Source: an optimization exercise on an open RTL-to-GDS flow (aim: small area, a short achievable clock period and few clock cycles per item). Production flows keep margins and buffers that such runs may drop.
Where RTL was checked, it was by simulation tests only, not by an equivalence proof against the original.
No driver is modelled on the clock port, so clocking that relies on it looks cheaper here than on a real chip.
Power figures rest on the tool's default switching activity, not on a simulated workload.

== before ==
## weight_loader
module weight_loader (
    input  logic                     clk,
    input  logic                     reset,
    input  logic                     start,
    input  logic                     stall,          
    input  logic                     single_ch,      
    input  logic [6:0]               ch_groups,
    input  logic [5:0]               out_ch,
    input  logic [13:0]              base_addr,
    input  logic [31:0]              rom_data_0,
    input  logic [31:0]              rom_data_1,
    input  logic [31:0]              rom_data_2,
    input  logic [31:0]              rom_data_3,
    output logic                     rom_rd_en,
    output logic [13:0]              rom_addr,
    output logic [127:0]             col_weights,    
    output logic                     idle,
    output logic                     done
);
Size: roughly 1000 cells after synthesis, ~260 flip-flops, ~310 I/O pins.
clock: 8.0 ns
lec_check: 0
cap_margin: 20
core_margin: 2
core_utilization: 40
place_density: 0.6
setup_slack_margin: 4.0
slew_margin: 20
run.sh (not shown) runs the stock make flow with config.mk's settings and CLKGATE_MAP_FILE= SYNTH_SCRIPT=/design/flow/synth_recipe.tcl, a recipe that flattens the netlist after the stock synthesis.
The final layout from before, which completed every stage, passed the timing, DRC and antenna checks at the end of the flow.
#### Input delta (after over before)
- SETUP_SLACK_MARGIN now 4.5, was 4.0
==> notes.md <==
Every stage of the flow completed for after, and the final layout passed the timing, DRC and antenna checks.
after ends up with lower net switching share of the total power than before does.
The worst max-slew margin expressed relative to the limit of after was inferior to that of before.
Diff before..after | via count | negligible
When after is measured against before, its growth of design area from synthesis to finish turns out 2.4 points higher.
Relative to before, after improves total wirelength of the detailed-routed design.
Summary — worst hold slack, after relative to before: lower, by 4.4 ps.
after: proportion of power drawn by flip-flops and latches is 0.5 points lower than what before reported.
after ends up with lower final routed wire length divided by cell count than before does.
No run of this note included a check of the RTL's function; only the layout flow was run.

========
weight_loader, a different RTL version from the one above (not shown whole).
For scale: ~960 cells after synthesis, ~200 flip-flops, roughly 310 I/O pins, about 10000 sq um of cells after synthesis.
Settings: LEC_CHECK=0, CAP_MARGIN=20, CORE_MARGIN=2, CORE_UTILIZATION=40, CTS_BUF_LIST=sky130_fd_sc_hd__clkbuf_8, PLACE_DENSITY=0.6, SETUP_SLACK_MARGIN=4.65, SLEW_MARGIN=20; clock period 8.0 ns.
standard.sh (not shown) runs the stock make flow with config.mk's settings and CLKGATE_MAP_FILE= SYNTH_SCRIPT=/design/flow/synth_recipe.tcl, a recipe that flattens the netlist after the stock synthesis.
==> flow/flow/run.sh <==
#!/bin/bash
# The standard layout, with the port buffers made of the smallest buffer cell
# instead of the default choice, and after clock tree synthesis the stall
# input buffer wired straight to the rom_rd_en gate (flow/post_cts.tcl).
# Each tool's output goes to ORFS's own logs under orfs/logs/; make's output
# goes to standard.log.
set -euo pipefail
export BUFFER_PORTS_ARGS="-buffer_cell sky130_fd_sc_hd__buf_1"
export POST_CTS_TCL="$PWD/flow/post_cts.tcl"
bash standard.sh > standard.log 2>&1
==> flow/flow/post_cts.tcl <==
# Shorten the stall -> rom_rd_en feed-through: drive the gate that makes
# rom_rd_en straight from the stall input buffer (the buffer tree that
# repair inserted keeps the other loads), and give that buffer more drive.
proc wl_out_driver {net} {
  foreach it [$net getITerms] {
    if {[$it isOutputSignal]} { return $it }
  }
  return ""
}
proc wl_fix_stall_path {} {
  set db [ord::get_db]
  set block [ord::get_db_block]
  set snet [$block findNet stall]
  set ibuf ""
  foreach it [$snet getITerms] {
    if {[$it isInputSignal]} { set ibuf [$it getInst] }
  }
  if {$ibuf eq ""} { puts "wl: no stall input buffer"; return }
  set ibo [[wl_out_driver_pin $ibuf] getNet]
  set rnet [$block findNet rom_rd_en]
  set obuf [[wl_out_driver $rnet] getInst]
  set gate_it [wl_out_driver [[$obuf findITerm A] getNet]]
  set gate [$gate_it getInst]
  puts "wl: input buffer [$ibuf getName] ([[$ibuf getMaster] getName]), gate [$gate getName] ([[$gate getMaster] getName]), output buffer [$obuf getName]"
  # Find the gate input fed (through buffers only) from the input buffer
  foreach it [$gate getITerms] {
    if {![$it isInputSignal]} { continue }
    set n [$it getNet]
    if {$n eq "NULL"} { continue }
    set hops 0
    set cur $n
    while {$hops < 6} {
      if {[$cur getName] eq [$ibo getName]} { break }
      set d [wl_out_driver $cur]
      if {$d eq ""} { set cur ""; break }
      set di [$d getInst]
      set m [[$di getMaster] getName]
      if {![string match "*__buf_*" $m] && ![string match "*__clkbuf_*" $m]} { set cur ""; break }
      set cur [[$di findITerm A] getNet]
      incr hops
    }
    if {$cur ne "" && $hops > 0} {
      puts "wl: reconnect [$gate getName]/[[$it getMTerm] getName] from [$n getName] to [$ibo getName] ($hops buffers skipped)"
      $it disconnect
      $it connect $ibo
    }
  }
  set m8 [$db findMaster sky130_fd_sc_hd__buf_8]
  $ibuf swapMaster $m8
}
proc wl_out_driver_pin {inst} {
  foreach it [$inst getITerms] {
    if {[$it isOutputSignal]} { return $it }
  }
}
proc wl_size_clock_tree {} {
  set db [ord::get_db]
  set block [ord::get_db_block]
  set m16 [$db findMaster sky130_fd_sc_hd__clkbuf_16]
  foreach inst [$block getInsts] {
    set m [[$inst getMaster] getName]
    if {![string match "sky130_fd_sc_hd__clkbuf_*" $m] || $m eq "sky130_fd_sc_hd__clkbuf_16"} { continue }
    if {![string match "clkbuf_*" [$inst getName]]} { continue }
    set out [wl_out_driver_pin $inst]
    set n [$out getNet]
    set loads 0
    foreach it [$n getITerms] { if {[$it isInputSignal]} { incr loads } }
    set root [string match "clkbuf_0_*" [$inst getName]]
    if {$root || $loads >= $::wl_leaf_max} {
      puts "wl: [$inst getName] $m with $loads loads -> clkbuf_16"
      $inst swapMaster $m16
    }
  }
}
set ::wl_leaf_max 15
wl_fix_stall_path
wl_size_clock_tree
estimate_parasitics -placement
repair_timing_helper
detailed_placement
check_placement -verbose
report_checks -through [get_ports rom_rd_en]
The starting point completed without violations.
Change:
--- a/flow/flow/post_cts.tcl
+++ b/flow/flow/post_cts.tcl
@@ -73,5 +73,5 @@
   }
 }
-set ::wl_leaf_max 15
+set ::wl_leaf_max 18
 wl_fix_stall_path
 wl_size_clock_tree
Outcome: The changed run completed with no timing, DRC or antenna violations; design area shrinks by 0.36%; worst setup slack barely changes; global-route usage hardly moves; sequential share of layout area grows by 0.17 points; maximum frequency is about the same; total power shrinks by 1.8%; clock power shrinks by 5.2%.
No run of this note included a check of the RTL's function; only the layout flow was run.

========
Another version of the RTL of weight_loader (not shown whole).
Size: about 940 cells after synthesis, ~200 flip-flops, about 310 I/O pins.
==> flow/config.mk <==
export PLATFORM = sky130hd
export DESIGN_NAME = weight_loader
export DESIGN_NICKNAME = weight_loader
export VERILOG_FILES = /design/flow/design.v
export SDC_FILE = /design/flow/constraint.sdc
export NUM_CORES = 4
export LEC_CHECK = 0
export CAP_MARGIN = 20
export CORE_MARGIN = 2
export CORE_UTILIZATION = 40
export PLACE_DENSITY = 0.6
export SETUP_SLACK_MARGIN = 4.45
export SLEW_MARGIN = 20
==> flow/constraint.sdc <==
create_clock -name core_clock -period 8.0 [get_ports {clk}]
set_input_delay 1.6000 -clock core_clock [delete_from_list [all_inputs] [get_ports {clk}]]
set_output_delay 1.6000 -clock core_clock [all_outputs]
set_load 0.01 [all_outputs]
==> flow/flow/post_cts.tcl <==
# Shorten the stall -> rom_rd_en feed-through: drive the gate that makes
# rom_rd_en straight from the stall input buffer (the buffer tree that
# repair inserted keeps the other loads), and give that buffer more drive.
proc wl_out_driver {net} {
  foreach it [$net getITerms] {
    if {[$it isOutputSignal]} { return $it }
  }
  return ""
}
proc wl_fix_stall_path {} {
  set db [ord::get_db]
  set block [ord::get_db_block]
  set snet [$block findNet stall]
  set ibuf ""
  foreach it [$snet getITerms] {
    if {[$it isInputSignal]} { set ibuf [$it getInst] }
  }
  if {$ibuf eq ""} { puts "wl: no stall input buffer"; return }
  set ibo [[wl_out_driver_pin $ibuf] getNet]
  set rnet [$block findNet rom_rd_en]
  set obuf [[wl_out_driver $rnet] getInst]
  set gate_it [wl_out_driver [[$obuf findITerm A] getNet]]
  set gate [$gate_it getInst]
  puts "wl: input buffer [$ibuf getName] ([[$ibuf getMaster] getName]), gate [$gate getName] ([[$gate getMaster] getName]), output buffer [$obuf getName]"
  # Find the gate input fed (through buffers only) from the input buffer
  foreach it [$gate getITerms] {
    if {![$it isInputSignal]} { continue }
    set n [$it getNet]
    if {$n eq "NULL"} { continue }
    set hops 0
    set cur $n
    while {$hops < 6} {
      if {[$cur getName] eq [$ibo getName]} { break }
      set d [wl_out_driver $cur]
      if {$d eq ""} { set cur ""; break }
      set di [$d getInst]
      set m [[$di getMaster] getName]
      if {![string match "*__buf_*" $m] && ![string match "*__clkbuf_*" $m]} { set cur ""; break }
      set cur [[$di findITerm A] getNet]
      incr hops
    }
    if {$cur ne "" && $hops > 0} {
      puts "wl: reconnect [$gate getName]/[[$it getMTerm] getName] from [$n getName] to [$ibo getName] ($hops buffers skipped)"
      $it disconnect
      $it connect $ibo
    }
  }
  set m8 [$db findMaster sky130_fd_sc_hd__buf_8]
  $ibuf swapMaster $m8
}
proc wl_out_driver_pin {inst} {
  foreach it [$inst getITerms] {
    if {[$it isOutputSignal]} { return $it }
  }
}
wl_fix_stall_path
estimate_parasitics -placement
repair_timing_helper
detailed_placement
check_placement -verbose
report_checks -through [get_ports rom_rd_en]
Scripts as last shown in full above: flow/flow/run.sh
The first run produced a clean layout.
Testbench counts at the start, summed over its fixed seeds: cycles 14,372, groups 499.
Rerun with:
Settings changed: SETUP_SLACK_MARGIN 4.45 to 4.5.
Outcome: The new run completed without violations. Worst setup slack improves by 0.013 ns. Maximum frequency rose slightly. Total power rose slightly. Non-clock buffer count stays the same. Design area barely changes. Die area stays the same. Routed wire length fell slightly. Global-route usage is about the same. Sequential share of layout area is about the same. Count of clock-buffer cells in the layout is unchanged. Via count rose slightly.
Rerun with:
Settings changed: SETUP_SLACK_MARGIN 4.5 to 4.55.
Result: Setup slack gains 0.012 ns; cell area stays flat; area after synthesis does not change; core utilization hardly moves; cell count barely changes; via count came out lower by 0.41%; count of clock-buffer cells in the layout is higher by 1; fmax rose by 0.35%; worst hold slack degrades by 0.0045 ns; die area stays the same.

========
The RTL this note starts from:
==> flow/design.v <==
`timescale 1ns/1ps
`default_nettype none
package wl_data_pkg;
    typedef logic [8-1:0] weight_t;
    typedef logic [4*8-1:0] weight_vec_t;
    typedef union packed {
        weight_vec_t                  by_ch;     
        weight_t [4-1:0]     by_col;    
    } rom_word_u;
    typedef logic [4*4*4*8-1:0] kernel_t;
endpackage
`default_nettype wire
`timescale 1ns/1ps
`default_nettype none
package wl_ctrl_pkg;
    typedef logic [14-1:0]   rom_addr_t;    
    typedef logic [7-1:0]  group_t;       
    typedef logic [6-1:0] out_ch_t;      
    typedef logic [$clog2(4)-1:0]            row_t;   
    typedef logic [$clog2(4*4)-1:0] pos_t;   
    typedef enum logic [1:0] {
        SEQ_IDLE,
        SEQ_RUN,
        SEQ_DONE
    } seq_state_t;
    typedef enum logic [2:0] {
        L_IDLE,
        L_SKEW,      
        L_BURST,     
        L_GAP,       
        L_DONE
    } lane_state_t;
endpackage
`default_nettype wire
`timescale 1ns/1ps
`default_nettype none
module weight_loader (
    input  logic                     clk,
    input  logic                     reset,
    input  logic                     start,
    input  logic                     stall,          
    input  logic                     single_ch,      
    input  logic [6:0]               ch_groups,
    input  logic [5:0]               out_ch,
    input  logic [13:0]              base_addr,
    input  logic [31:0]              rom_data_0,
    input  logic [31:0]              rom_data_1,
    input  logic [31:0]              rom_data_2,
    input  logic [31:0]              rom_data_3,
    output logic                     rom_rd_en,
    output logic [13:0]              rom_addr,
    output logic [127:0]             col_weights,    
    output logic                     idle,
    output logic                     done
);
    logic        run_q;          
    logic        done_q;         
    logic [2:0]  ph_q;           
    logic [1:0]  row_q;          
    logic [6:0]  grp_q;          
    logic        rdn_q;          
    logic        rdv_q;          
    logic [13:0] addr_q;         
    logic [3:0]  vn_q;           
    logic [3:0]  vhn_q;          
    logic        step;
    logic        go;
    logic        pre;
    logic        last;
    logic        ph6;
    logic        row3;
    logic        fin;
    logic        v0_n;
    logic        horner;
    logic        hb_n;
    logic        hb_q;           
    logic [13:0] add_b;
    logic [13:0] sum;
    logic [11:0] mcand;          
    assign step = !stall;
    assign go   = start && !run_q;
    assign pre  = (grp_q == 7'd0);            
    assign last = (grp_q == ch_groups);
    assign ph6  = (ph_q == 3'd6);
    assign row3 = (row_q == 2'd3);
    assign fin  = ph6 && row3 && last;
    assign v0_n = run_q && (ph6 ? (row3 ? !last : !pre) : (ph_q < 3'd3 && !pre));
    assign horner = pre && !(row3 && (ph_q == 3'd5 || ph_q == 3'd6));
    assign mcand  = c3_q[11:0];
    always_comb begin
        case ({row_q[0], ph_q})
            4'b0_101: hb_n = ch_groups[1];
            4'b0_110: hb_n = ch_groups[2];
            4'b1_000: hb_n = ch_groups[3];
            4'b1_001: hb_n = ch_groups[4];
            4'b1_010: hb_n = ch_groups[5];
            default:  hb_n = ch_groups[6];
        endcase
        if (go)   hb_n = ch_groups[0];
    end
    always_comb begin
        if (horner) add_b = hb_q ? {mcand, 2'b00} : 14'd0;
        else        add_b = single_ch ? 14'd4 : 14'd1;
    end
    assign sum = addr_q + add_b;
    always_ff @(posedge clk) begin
        if (reset) begin
            run_q  <= 1'b0;
            done_q <= 1'b0;
            rdn_q  <= 1'b1;
            vn_q   <= '1;
            vhn_q  <= '1;
        end else if (step) begin
            vn_q  <= {vn_q[2:0], !v0_n};
            vhn_q <= {vhn_q[2:0], !(v0_n && !single_ch)};
            if (go) begin
                run_q  <= 1'b1;
                done_q <= 1'b0;
                rdn_q  <= 1'b1;
            end else if (run_q) begin
                if (fin) begin
                    run_q  <= 1'b0;
                    done_q <= 1'b1;
                end
                rdn_q <= !((ph_q == 3'd4) &&
                          (single_ch ? (row3 && !last) : (!row3 || !last)));
            end
        end
    end
    always_ff @(posedge clk) begin
        if (step) begin
            hb_q <= hb_n;
            if (go) begin
                ph_q  <= 3'd5;
                row_q <= 2'd2;
                grp_q <= '0;
            end else begin
                ph_q <= ph6 ? 3'd0 : ph_q + 3'd1;
                if (ph6) begin
                    row_q <= row_q + 2'd1;
                    if (row3) grp_q <= grp_q + 7'd1;
                end
            end
        end
    end
    assign rom_rd_en = !(rdn_q || stall);
    assign rom_addr  = addr_q;
    always_ff @(posedge clk) begin
        rdv_q <= rom_rd_en && !reset;
        if (step && go) begin
            addr_q <= base_addr;
        end else if ((step && run_q && horner) || rom_rd_en) begin
            addr_q <= sum;
        end
    end
    assign idle = !run_q;
    assign done = done_q;
    logic [31:0] rn_q [4];       
    logic [31:0] c3_q;           
    logic        dstep;          
    logic        reg_m;
    logic        sgl_m;
    logic        ph0, ph1, ph2, ph012;
    logic        row0, row1, row2;
    assign dstep = step && run_q;
    assign reg_m = dstep && !single_ch;
    assign sgl_m = dstep && single_ch;
    assign ph0   = (ph_q == 3'd0);
    assign ph1   = (ph_q == 3'd1);
    assign ph2   = (ph_q == 3'd2);
    assign ph012 = (ph_q < 3'd3);
    assign row0  = (row_q == 2'd0);
    assign row1  = (row_q == 2'd1);
    assign row2  = (row_q == 2'd2);
    always_ff @(posedge clk) begin
        if (rdv_q) begin
            c3_q <= rom_data_3;
        end else if (step && go) begin
            c3_q[11:0] <= 12'(out_ch);
        end else if (step && run_q && horner) begin
            c3_q[11:0] <= {c3_q[10:0], 1'b0};
        end
    end
    logic        s_r1, s_r2, s_c3, s_sh;     
    logic        t_r1, t_r2, t_c3;           
    logic        t_f1, t_f2;                 
    logic        s0_sh;                      
    logic        s0_r1, s0_r2;               
    logic        r0_en;
    logic [31:0] r0_n;
    always_comb begin
        s0_r1 = reg_m && ph0;
        s0_r2 = reg_m && ph1;
        s_c3  = (reg_m && ph2) || (sgl_m && ph6 && row2);
        s_r1  = s0_r1 || (sgl_m && ph6 && row0);
        s_r2  = s0_r2 || (sgl_m && ph6 && row1);
        s_sh  = sgl_m && ph012;
        s0_sh = s_sh || (sgl_m && ph6 && (row0 || row1));
        t_r1  = s_r1 || (sgl_m && ph0 && row1);
        t_r2  = s_r2;
        t_c3  = s_c3;
        t_f1  = sgl_m && ph0 && !row1;
        t_f2  = sgl_m && !ph0 && ph012;
        r0_en = rdv_q || s0_r1 || s0_r2 || s_c3 || s_r1 || s_r2 || s_sh || s0_sh;
        r0_n[7:0]   = ({8{rdv_q}} & ~rom_data_0[7:0])
                    | ({8{s0_r1}} & rn_q[1][7:0])
                    | ({8{s0_r2}} & rn_q[2][7:0])
                    | ({8{s_c3}}  & ~c3_q[7:0])
                    | ({8{s0_sh}} & rn_q[0][15:8]);
        r0_n[23:8]  = ({16{rdv_q}} & ~rom_data_0[23:8])
                    | ({16{s_r1}}  & rn_q[1][23:8])
                    | ({16{s_r2}}  & rn_q[2][23:8])
                    | ({16{s_c3}}  & ~c3_q[23:8])
                    | ({16{s_sh}}  & rn_q[0][31:16]);
        r0_n[31:24] = ({8{rdv_q}} & ~rom_data_0[31:24])
                    | ({8{t_r1}}  & rn_q[1][31:24])
                    | ({8{t_r2}}  & rn_q[2][31:24])
                    | ({8{t_c3}}  & ~c3_q[31:24])
                    | ({8{t_f1}}  & rn_q[1][7:0])
                    | ({8{t_f2}}  & rn_q[2][7:0]);
    end
    always_ff @(posedge clk) begin
        if (r0_en) rn_q[0] <= r0_n;
    end
    logic        c1_lo_en, c1_mid_en, c1_hi_en, c1_park;
    assign c1_lo_en  = rdv_q || (step && !ph6);
    assign c1_mid_en = rdv_q || (step && !ph6 && !single_ch);
    assign c1_park   = sgl_m && ph6 && row0;
    assign c1_hi_en  = c1_mid_en || c1_park;
    always_ff @(posedge clk) begin
        if (c1_lo_en)  rn_q[1][7:0]  <= rdv_q ? ~rom_data_1[7:0] : rn_q[0][7:0];
        if (c1_mid_en) rn_q[1][23:8] <= rdv_q ? ~rom_data_1[23:8] : rn_q[0][23:8];
        if (c1_hi_en)  rn_q[1][31:24] <= ({8{rdv_q}} & ~rom_data_1[31:24])
                                       | ({8{!rdv_q && !c1_park}} & rn_q[0][31:24])
                                       | ({8{!rdv_q && c1_park}} & rn_q[0][23:16]);
    end
    logic        c2_lo_en, c2_hi_en;
    assign c2_lo_en = rdv_q || (step && !ph6 && !ph0);
    assign c2_hi_en = rdv_q || (step && !ph6 && !ph0 && !single_ch);
    always_ff @(posedge clk) begin
        if (c2_lo_en) rn_q[2][7:0]  <= rdv_q ? ~rom_data_2[7:0] : rn_q[1][7:0];
        if (c2_hi_en) rn_q[2][31:8] <= rdv_q ? ~rom_data_2[31:8] : rn_q[1][31:8];
    end
    always_ff @(posedge clk) begin
        if (step) rn_q[3] <= rn_q[2];
    end
    for (genvar i = 0; i < 4; i++) begin : g_col
        assign col_weights[32*i +: 8]      = ~(rn_q[i][7:0]  | {8{vn_q[i]}});
        assign col_weights[32*i + 8 +: 24] = ~(rn_q[i][31:8] | {24{vhn_q[i]}});
    end
endmodule
`default_nettype wire
Settings: LEC_CHECK=0, CAP_MARGIN=20, CORE_MARGIN=2, CORE_UTILIZATION=40, PLACE_DENSITY=0.6, SETUP_SLACK_MARGIN=4.65, SLEW_MARGIN=20; clock period 8.0 ns.
Scripts as last shown in full above: flow/flow/run.sh, flow/flow/post_cts.tcl
==> next run, changes <==
Settings changed: SETUP_SLACK_MARGIN 4.65 to 4.5.
Wire length shrinks by about 0.7%.
Global-route usage came out higher by 0.17 points.
Combinational power went down by about 4%.
Power is higher by about 1.1%.
Worst hold slack stays flat.
Sequential share of layout area went up by 0.39 points.
First-iteration DRC count rises by 5.7%.
Synthesized area stays the same.
Count of clock-buffer cells in the layout rises by 1.
No functional check of the RTL was part of any run of this note.

==> separate check: timing with driven ports <==
Ports are ideal in the flow. The routed layouts listed here were re-timed in OpenROAD.
Step 1 sets driving cells, clkbuf_16 on the clock port and buf_2 on the other inputs (assumed; they add their load-dependent delay and slew).
Step 2 times the ports against the registers' clock, not the clock port: input delays grow and output delays shrink by t, the midpoint of the rising clock arrivals with the driver on.
Slacks: ideal / step 1 / step 2; pairs: ideal / step 1.
| run | shift t [ns] | slack for setup (ns) | worst setup path after step 2 |
|---|---|---|---|
| before | 0.590 | 4.069 / 4.103 / 3.513 | input to register |
| after | 0.593 | 4.097 / 4.116 / 3.524 | input to register |
| the first run of note 2 | 0.458 | 4.488 / 4.437 / 4.312 | input to register |
| the second run of note 2 | 0.449 | 4.488 / 4.438 / 4.315 | input to register |
| the first run of note 3 | 0.479 | 4.456 / 4.442 / 3.991 | input to register |
| the second run of note 3 | 0.481 | 4.469 / 4.421 / 4.101 | input to register |
| the third run of note 3 | 0.480 | 4.481 / 4.442 / 4.112 | input to register |
| the first run of note 4 | 0.487 | 4.519 / 4.466 / 4.190 | input to register |
| the second run of note 4 | 0.483 | 4.505 / 4.477 / 4.029 | input to register |
After both steps setup and hold are still met in every run listed. The setup slack of after, which loses most, moves by +0.019 ns with the drivers and by -0.573 ns with both steps.
